From an optimization exercise on the open Yosys and OpenROAD flow, aimed at small area; shortcuts taken in it are not production practice.
The RTL was checked by simulation tests, not by an equivalence proof against the original design.

<file path="design/flow/run.sh">
#!/bin/bash
# synth_recipe.tcl (not shown) runs the flow's synth.tcl, then flattens the netlist and writes it again
# the make line also repeats each setting of config.mk as NAME=value (left out here)
make -C /OpenROAD-flow-scripts/flow DESIGN_CONFIG=/design/flow/config.mk WORK_HOME=/design/flow/orfs CLKGATE_MAP_FILE= SYNTH_SCRIPT=/design/flow/synth_recipe.tcl finish
</file>
<file path="design/flow/config.mk">
export PLATFORM = sky130hd
export DESIGN_NAME = vga_top
export DESIGN_NICKNAME = vga_top
export VERILOG_FILES = /design/flow/design.v
export SDC_FILE = /design/flow/constraint.sdc
export NUM_CORES = 4
export LEC_CHECK = 0
export CAP_MARGIN = 20
export CORE_MARGIN = 2
export CORE_UTILIZATION = 40
export SLEW_MARGIN = 20
</file>
<file path="design/flow/design.v">
`timescale 1ns/1ps
`default_nettype none
module vga_timing (
    input  wire logic               pixelclk,
    input  wire logic               rst,
    output logic signed [11:0]      pos_x,
    output logic signed [11:0]      pos_y,
    output logic                    sync_hsync,      
    output logic                    sync_vsync,      
    output logic                    sync_active,     
    output logic                    frame_end
);
    localparam logic [1:0] ACTIVE = 2'd0;
    localparam logic [1:0] FRONT  = 2'd1;
    localparam logic [1:0] SYNC   = 2'd2;
    localparam logic [1:0] BACK   = 2'd3;
    logic signed [11:0] h_count;
    logic signed [11:0] v_count;
    logic signed [11:0] v_next;
    logic [1:0]         region;
    logic [1:0]         region_next;
    logic               line_end;
    logic               hsync_q;
    logic               vsync_q;
    logic               v_active_q;      
    assign line_end = (h_count == 12'(1328 - 1));
    assign v_next   = !line_end ? v_count :
                      (v_count == 12'(806 - 1)) ? 12'sd0 : v_count + 12'sd1;
    always_comb begin
        region_next = region;
        case (region)
            ACTIVE: if (h_count == 12'(1024 - 1))
                region_next = FRONT;
            FRONT: if (h_count == 12'(1048 - 1))
                region_next = SYNC;
            SYNC: if (h_count == 12'(1184 - 1))
                region_next = BACK;
            BACK: if (line_end)
                region_next = ACTIVE;
            default: region_next = ACTIVE;
        endcase
    end
    always_ff @(posedge pixelclk) begin
        if (rst) begin
            h_count    <= 12'sd0;
            v_count    <= 12'sd0;
            region     <= ACTIVE;
            hsync_q    <= 1'b1;
            vsync_q    <= 1'b1;
            v_active_q <= 1'b1;
        end else begin
            h_count    <= line_end ? 12'sd0 : h_count + 12'sd1;
            v_count    <= v_next;
            region     <= region_next;
            hsync_q    <= (region_next != SYNC);
            vsync_q    <= !(v_next >= 12'sd770 && v_next < 12'sd776);
            v_active_q <= (v_next < 12'sd768);
        end
    end
    assign pos_x       = h_count;
    assign pos_y       = v_count;
    assign sync_hsync  = hsync_q;
    assign sync_vsync  = vsync_q;
    assign sync_active = (region == ACTIVE) && v_active_q;
    assign frame_end   = line_end && (v_count == 12'(768 - 1));    
endmodule
`default_nettype wire
`timescale 1ns/1ps
`default_nettype none
module ball_motion (
    input  wire logic                       pixelclk,
    input  wire logic                       rst,
    input  wire logic                       frame_end,
    output logic [3*34-1:0]        balls,
    output logic [1:0]                      border_sel
);
    localparam logic [1:0] SEL_WHITE = 2'd3;
    localparam logic [3*34-1:0] BALL_INIT = {
        12'(940), 12'(684), 5'(4), 5'(4),
        12'(110), 12'(300), 5'(-3), 5'(-3),
        12'(940), 12'(695), 5'(2), 5'(2)
    };
    logic [3*34-1:0]   balls_q;
    logic [3*34-1:0]   balls_next;
    logic [1:0]                 sel_q;
    logic [1:0]                 sel_next;
    always_comb begin
        logic signed [11:0] bx;
        logic signed [11:0] by;
        logic signed [4:0]  vx;
        logic signed [4:0]  vy;
        logic signed [11:0] nx;
        logic signed [11:0] ny;
        logic               bounce_x;
        logic               bounce_y;
        balls_next = balls_q;
        sel_next   = sel_q;      
        for (int i = 0; i < 3; i++) begin
            bx       = balls_q[i*34+22 +: 12];
            by       = balls_q[i*34+10 +: 12];
            vx       = balls_q[i*34+5  +: 5];
            vy       = balls_q[i*34    +: 5];
            nx       = bx + 12'(vx);
            ny       = by + 12'(vy);
            bounce_x = (nx < 12'sd50) || (nx > 12'sd964);    
            bounce_y = (ny < 12'sd261) || (ny > 12'sd708);
            balls_next[i*34+22 +: 12] = nx;
            balls_next[i*34+10 +: 12] = ny;
            if (bounce_x)
                balls_next[i*34+5 +: 5] = -vx;
            if (bounce_y)
                balls_next[i*34   +: 5] = -vy;
            if (bounce_x || bounce_y)
                sel_next = 2'(i);      
        end
    end
    always_ff @(posedge pixelclk) begin
        if (rst) begin
            balls_q <= BALL_INIT;
            sel_q   <= SEL_WHITE;
        end else if (frame_end) begin
            balls_q <= balls_next;
            sel_q   <= sel_next;
        end
    end
    assign balls      = balls_q;
    assign border_sel = sel_q;
endmodule
`default_nettype wire
`timescale 1ns/1ps
`default_nettype none
module pixel_renderer (
    input  wire logic                       pixelclk,
    input  wire logic                       rst,
    input  wire logic signed [11:0]         pos_x,
    input  wire logic signed [11:0]         pos_y,
    input  wire logic                       sync_hsync,
    input  wire logic                       sync_vsync,
    input  wire logic                       sync_active,
    input  wire logic [3*34-1:0]   balls,
    input  wire logic [1:0]                 border_sel,
    output logic [2:0]                      rgb,         
    output logic                            hsync,
    output logic                            vsync
);
    logic [3-1:0]  hit_q;
    logic                   border_q;
    logic                   hsync_q;
    logic                   vsync_q;
    logic                   active_q;
    logic [2:0]             color;
    function automatic logic in_ball(logic signed [11:0] px, logic signed [11:0] py,
                                     logic signed [11:0] bx, logic signed [11:0] by);
        logic signed [26:0] dx;
        logic signed [26:0] dy;
        dx = 27'(px) - 27'(bx);
        dy = 27'(py) - 27'(by);
        in_ball = (dx * dx + dy * dy) < 27'(50 * 50);
    endfunction
    function automatic logic on_border(logic signed [11:0] px, logic signed [11:0] py);
        logic in_frame;
        logic in_band;
        in_frame = (px < 12'sd1024) && (py >= 12'sd200)
                   && (py < 12'sd768);
        in_band  = (py < 12'(200 + 10))
                   || (py >= 12'(768 - 10))
                   || (px < 12'sd10)
                   || (px >= 12'(1024 - 10));
        on_border = in_frame && in_band;
    endfunction
    function automatic logic [2:0] sel_rgb(logic [1:0] sel);
        case (sel)
            2'd0:    sel_rgb = 3'b100;   
            2'd1:    sel_rgb = 3'b010;   
            2'd2:    sel_rgb = 3'b001;   
            default: sel_rgb = 3'b111;   
        endcase
    endfunction
    always_ff @(posedge pixelclk) begin
        for (int i = 0; i < 3; i++)
            hit_q[i] <= in_ball(pos_x, pos_y, balls[i*34+22 +: 12], balls[i*34+10 +: 12]);
        border_q <= on_border(pos_x, pos_y);
    end
    always_ff @(posedge pixelclk) begin
        if (rst) begin
            hsync_q  <= 1'b1;
            vsync_q  <= 1'b1;
            active_q <= 1'b0;
        end else begin
            hsync_q  <= sync_hsync;
            vsync_q  <= sync_vsync;
            active_q <= sync_active;
        end
    end
    always_comb begin
        color = 3'b000;
        if (border_q)
            color = sel_rgb(border_sel);
        for (int i = 3 - 1; i >= 0; i--)
            if (hit_q[i])
                color = sel_rgb(2'(i));
        if (!active_q)
            color = 3'b000;
    end
    always_ff @(posedge pixelclk) begin
        if (rst) begin
            rgb   <= 3'b000;
            hsync <= 1'b1;
            vsync <= 1'b1;
        end else begin
            rgb   <= color;
            hsync <= hsync_q;    
            vsync <= vsync_q;
        end
    end
endmodule
`default_nettype wire
`timescale 1ns/1ps
`default_nettype none
module vga_top (
    input  wire logic   pixelclk,
    input  wire logic   rst,
    output logic [2:0]  rgb,         
    output logic        hsync,
    output logic        vsync
);
    logic signed [11:0]         pos_x;
    logic signed [11:0]         pos_y;
    logic                       sync_hsync;
    logic                       sync_vsync;
    logic                       sync_active;
    logic                       frame_end;
    logic [3*34-1:0]   balls;
    logic [1:0]                 border_sel;
    vga_timing u_timing (
        .pixelclk    (pixelclk),
        .rst         (rst),
        .pos_x       (pos_x),
        .pos_y       (pos_y),
        .sync_hsync  (sync_hsync),
        .sync_vsync  (sync_vsync),
        .sync_active (sync_active),
        .frame_end   (frame_end)
    );
    ball_motion u_motion (
        .pixelclk   (pixelclk),
        .rst        (rst),
        .frame_end  (frame_end),
        .balls      (balls),
        .border_sel (border_sel)
    );
    pixel_renderer u_renderer (
        .pixelclk    (pixelclk),
        .rst         (rst),
        .pos_x       (pos_x),
        .pos_y       (pos_y),
        .sync_hsync  (sync_hsync),
        .sync_vsync  (sync_vsync),
        .sync_active (sync_active),
        .balls       (balls),
        .border_sel  (border_sel),
        .rgb         (rgb),
        .hsync       (hsync),
        .vsync       (vsync)
    );
endmodule
`default_nettype wire
</file>
<file path="design/flow/constraint.sdc">
create_clock -name core_clock -period 15.0 [get_ports {pixelclk}]
set_input_delay 3.0000 -clock core_clock [delete_from_list [all_inputs] [get_ports {pixelclk}]]
set_output_delay 3.0000 -clock core_clock [all_outputs]
set_load 0.01 [all_outputs]
</file>
==> results.py <==
metrics = {
    "global_routing": {
        "track_usage_pct": 20.9,
        "grt_pass1_wl_um": 200000,
        "grt_util_met3_pct": 2.12,
        "grt_pass1_vias": 37100,
        "antenna_found_initial": 0,
        "grt_max_degree": 59,
        "use_met2_pct": 35.2,
        "grt_util_met1_pct": 28.9,
        "grt_remaining_overflow": 0,
        "grt_busiest_layer": "met2",
    },
    "placed_design": {
        "gp_congestion": 0.910,
        "dp_cells": 6752,
        "io_buffers": 6,
        "hpwl_um": 103000,
    },
    "critical_path": {
        "crit_family": "adder cells",
        "crit_arrival_ns": 11.45,
        "cp-end-kind": "flop",
        "critPathMaxFanout": 18,
        "required_ns": 15.27,
        "cpMostUsedCell": "inv_1",
        "criticalPathCategory": "flop to flop",
        "path_buf_inv": 11,
        "startpoint_type": "flop",
        "slowest_stage": "o41ai_1",
        "slowest_delay_ns": 0.80,
    },
    "routing": {
        "vias": 34700,
        "dr.first_iter.drc_count": 2128,
        "drc": 0,
        "ant_nets": 0,
        "dr.pass1.iters": 6,
        "wl_um": 119000,
        "avgRoutedWirePerCell_um": 17.6,
        "viasPerCell": 5.11,
    },
    "synth": {
        "synthTopCellsByArea": "fa_1, ha_1, inv_1",
        "synth_warnings": 3,
        "ys_async_sr_fraction_pct": 0,
        "synth_common_cells": "inv_1, fa_1, ha_1, nor2_1, nand2_1",
        "synth_top_cell_by_area": "fa_1",
        "yosysSeqAreaShare_pct": 5.49,
        "synth_edf_count": 0,
        "syn_area_mm2": 0.0471,
        "yosysTopAreaCellShare_pct": 44.5,
        "synth_cell_types": 94,
        "avgSynthCellArea_um2": 8.94,
        "ys.flop_type": "dfxtp_1",
        "syn-instance-count": 5268,
        "synth.most_common_cell": "inv_1",
        "synth.ff_latch_count": 129,
    },
    "layout": {
        "finalNonFillerCells": 6784,
        "antenna-diode-count": 0,
        "final_util_pct": 42.6,
        "nets": 6769,
        "area.growth.synth_to_final_pct": 5.53,
        "drive_gt1_share_pct": 3.38,
    },
    "timing": {
        "period_minus_slack_ns": 11.18,
        "worstMarginPinSlew_ns": 1.13,
        "hold_viol": 0,
        "finClkSkew_ns": 0.0284,
        "whs_ns": 0.407,
        "slew_violations": 0,
        "period_share_pct": 74.5,
        "rsz0062_at_grt": "false",
        "setup_tns_ns": 0,
        "timing.fmax_mhz": 89.4,
        "relSlewSlack_pct": 24.4,
        "setup_viol": 0,
    },
    "floorplan": {
        "ioPinCount": 7,
        "fp.dieH_um": 347,
        "rows": 125,
        "die_width_um": 347,
        "core_area_mm2": 0.117,
        "dieArea_mm2": 0.120,
        "start_util_pct": 40.4,
    },
    "clock_tree": {
        "cts_made_buffers": 17,
        "ctsHoldBuffers": 0,
        "clk-insertion-delay-late_ns": 0.46,
        "path_clk_slew_ns": 0.09,
        "cts_setup_buffers": 0,
        "cts_resized": 0,
        "htreeDepth": 4,
        "clock-root-buffer": "clkbuf_16",
        "clock-sinks": 129,
        "cts_tree": "done",
        "clk_path_buf_depth": 2,
    },
    "flow_run": {
        "drv_cap": 0,
    },
    "outcome": {
        "outcome": "complete, no violations",
    },
    "hold_path": {
        "hold_class": "flop to flop",
    },
}
## state kept, by name, indices dropped and copies added, names as in the netlist
name and flops:
u_renderer.vsync_q 1, u_renderer.border_q 1, u_renderer.vsync 1, u_renderer.hit_q 3
u_motion.sel_q 2, u_renderer.rgb 3, u_timing.region 2, u_timing.vsync_q 1
u_timing.h_count 12, u_renderer.hsync 1, u_timing.v_active_q 1, u_timing.v_count 12
u_renderer.hsync_q 1, u_timing.hsync_q 1, u_renderer.active_q 1, u_motion.balls_q 86
## final timing paths
kind / from / end / slack (ns) / depth (start not counted)
worst min-delay path: u_renderer.vsync_q / u_renderer.vsync / 0.41 / 1
worst max register to register: u_timing.v_count[1] / u_renderer.hit_q[0] / 3.82 / 37
worst min register to register: u_renderer.vsync_q / u_renderer.vsync / 0.41 / 1
worst max-delay path: u_timing.v_count[1] / u_renderer.hit_q[0] / 3.82 / 37
## cell usage in the layout, fill, tap and decap left out, types with 22 or more instances in the layout
cell,instances
nand3_1,52
o211ai_1,42
o21bai_1,22
a21oi_1,177
and2_1,34
nand2_1,427
a21o_1,34
a31oi_1,23
or2_2,32
dfxtp_1,129
nand2b_1,50
o21ai_0,102
xnor2_1,151
nor2_1,441
inv_1,1332
and3_1,23
buf_4,57
nor2b_1,27
ha_1,473
xor2_1,72
clkinv_1,24
fa_1,1047
nor3_1,78
## layout make-up
type,instances,area (um^2)
multi-input combinational,3663,39000
inverter,1372,5150
timing repair buffer,64,488
tap,1524,1910
clock inverter,15,151
fill,11600,66800
sequential,129,2580
clock buffer,17,425
## cells by family (layout without fill, tap and decap cells)
kind of cell / Yosys count / after routing / synth area share (%)
mux: 12 / 12 / 0.266
other cells: 2 / 10 / 0.0160
compound gates: 620 / 620 / 8.73
buf+inv: 1484 / 1468 / 11.9
fa+ha+maj: 1520 / 1520 / 57.1
simple gates: 1276 / 1276 / 12.3
flops: 129 / 129 / 5.49
xor+xnor: 225 / 225 / 4.19
## layer usage
| layer | up-vias | part of all wire, % |
|---|---|---|
| li1 | 16100 | - |
| met1 | 17500 | 44 |
| met2 | 911 | 48 |
| met3 | 151 | 5.3 |
| met4 | 0 | 2.6 |
| met5 | - | 0 |
## through the flow
step           instance area, um^2  worst slack (ns)
5_1_grt                      49700              3.03
6_report                     49700              3.82
3_3_place_gp                 49100              3.63
4_1_cts                      49700              3.55
2_1_floorplan                47100              5.50
3_5_place_dp                 49100              3.56

## afterwards: timing with drivers on the ports
The flow's constraints put no driver on any port. The routed layout listed below was extracted and timed again, unchanged, in two steps. Step 1 (the two cells are an assumption about what drives the block):
set clk [get_ports {pixelclk}]
set_driving_cell -lib_cell sky130_fd_sc_hd__clkbuf_16 $clk
set_driving_cell -lib_cell sky130_fd_sc_hd__buf_2 [delete_from_list [all_inputs] $clk]
Step 2, shift: input delay + t, output delay - t, t = (earliest + latest rising clock arrival at the registers) / 2. This alone moves slack from input paths to output paths. a / b / c = ideal ports / drivers / drivers and shift; a / b = the first two.
t, ns: 0.482
slack for setup (ns): 3.820 / 3.820 / 3.820
hold WS [ns]: 0.407 / 0.407 / 0.407
latest minus earliest clock arrival (ns): 0.028 / 0.029
worst register clock-pin slew, ns: 0.09 / 0.09
After both steps this run still meets setup and hold. For this run, drivers alone change the setup slack by 0.000 ns; drivers and shift together by 0.000 ns.
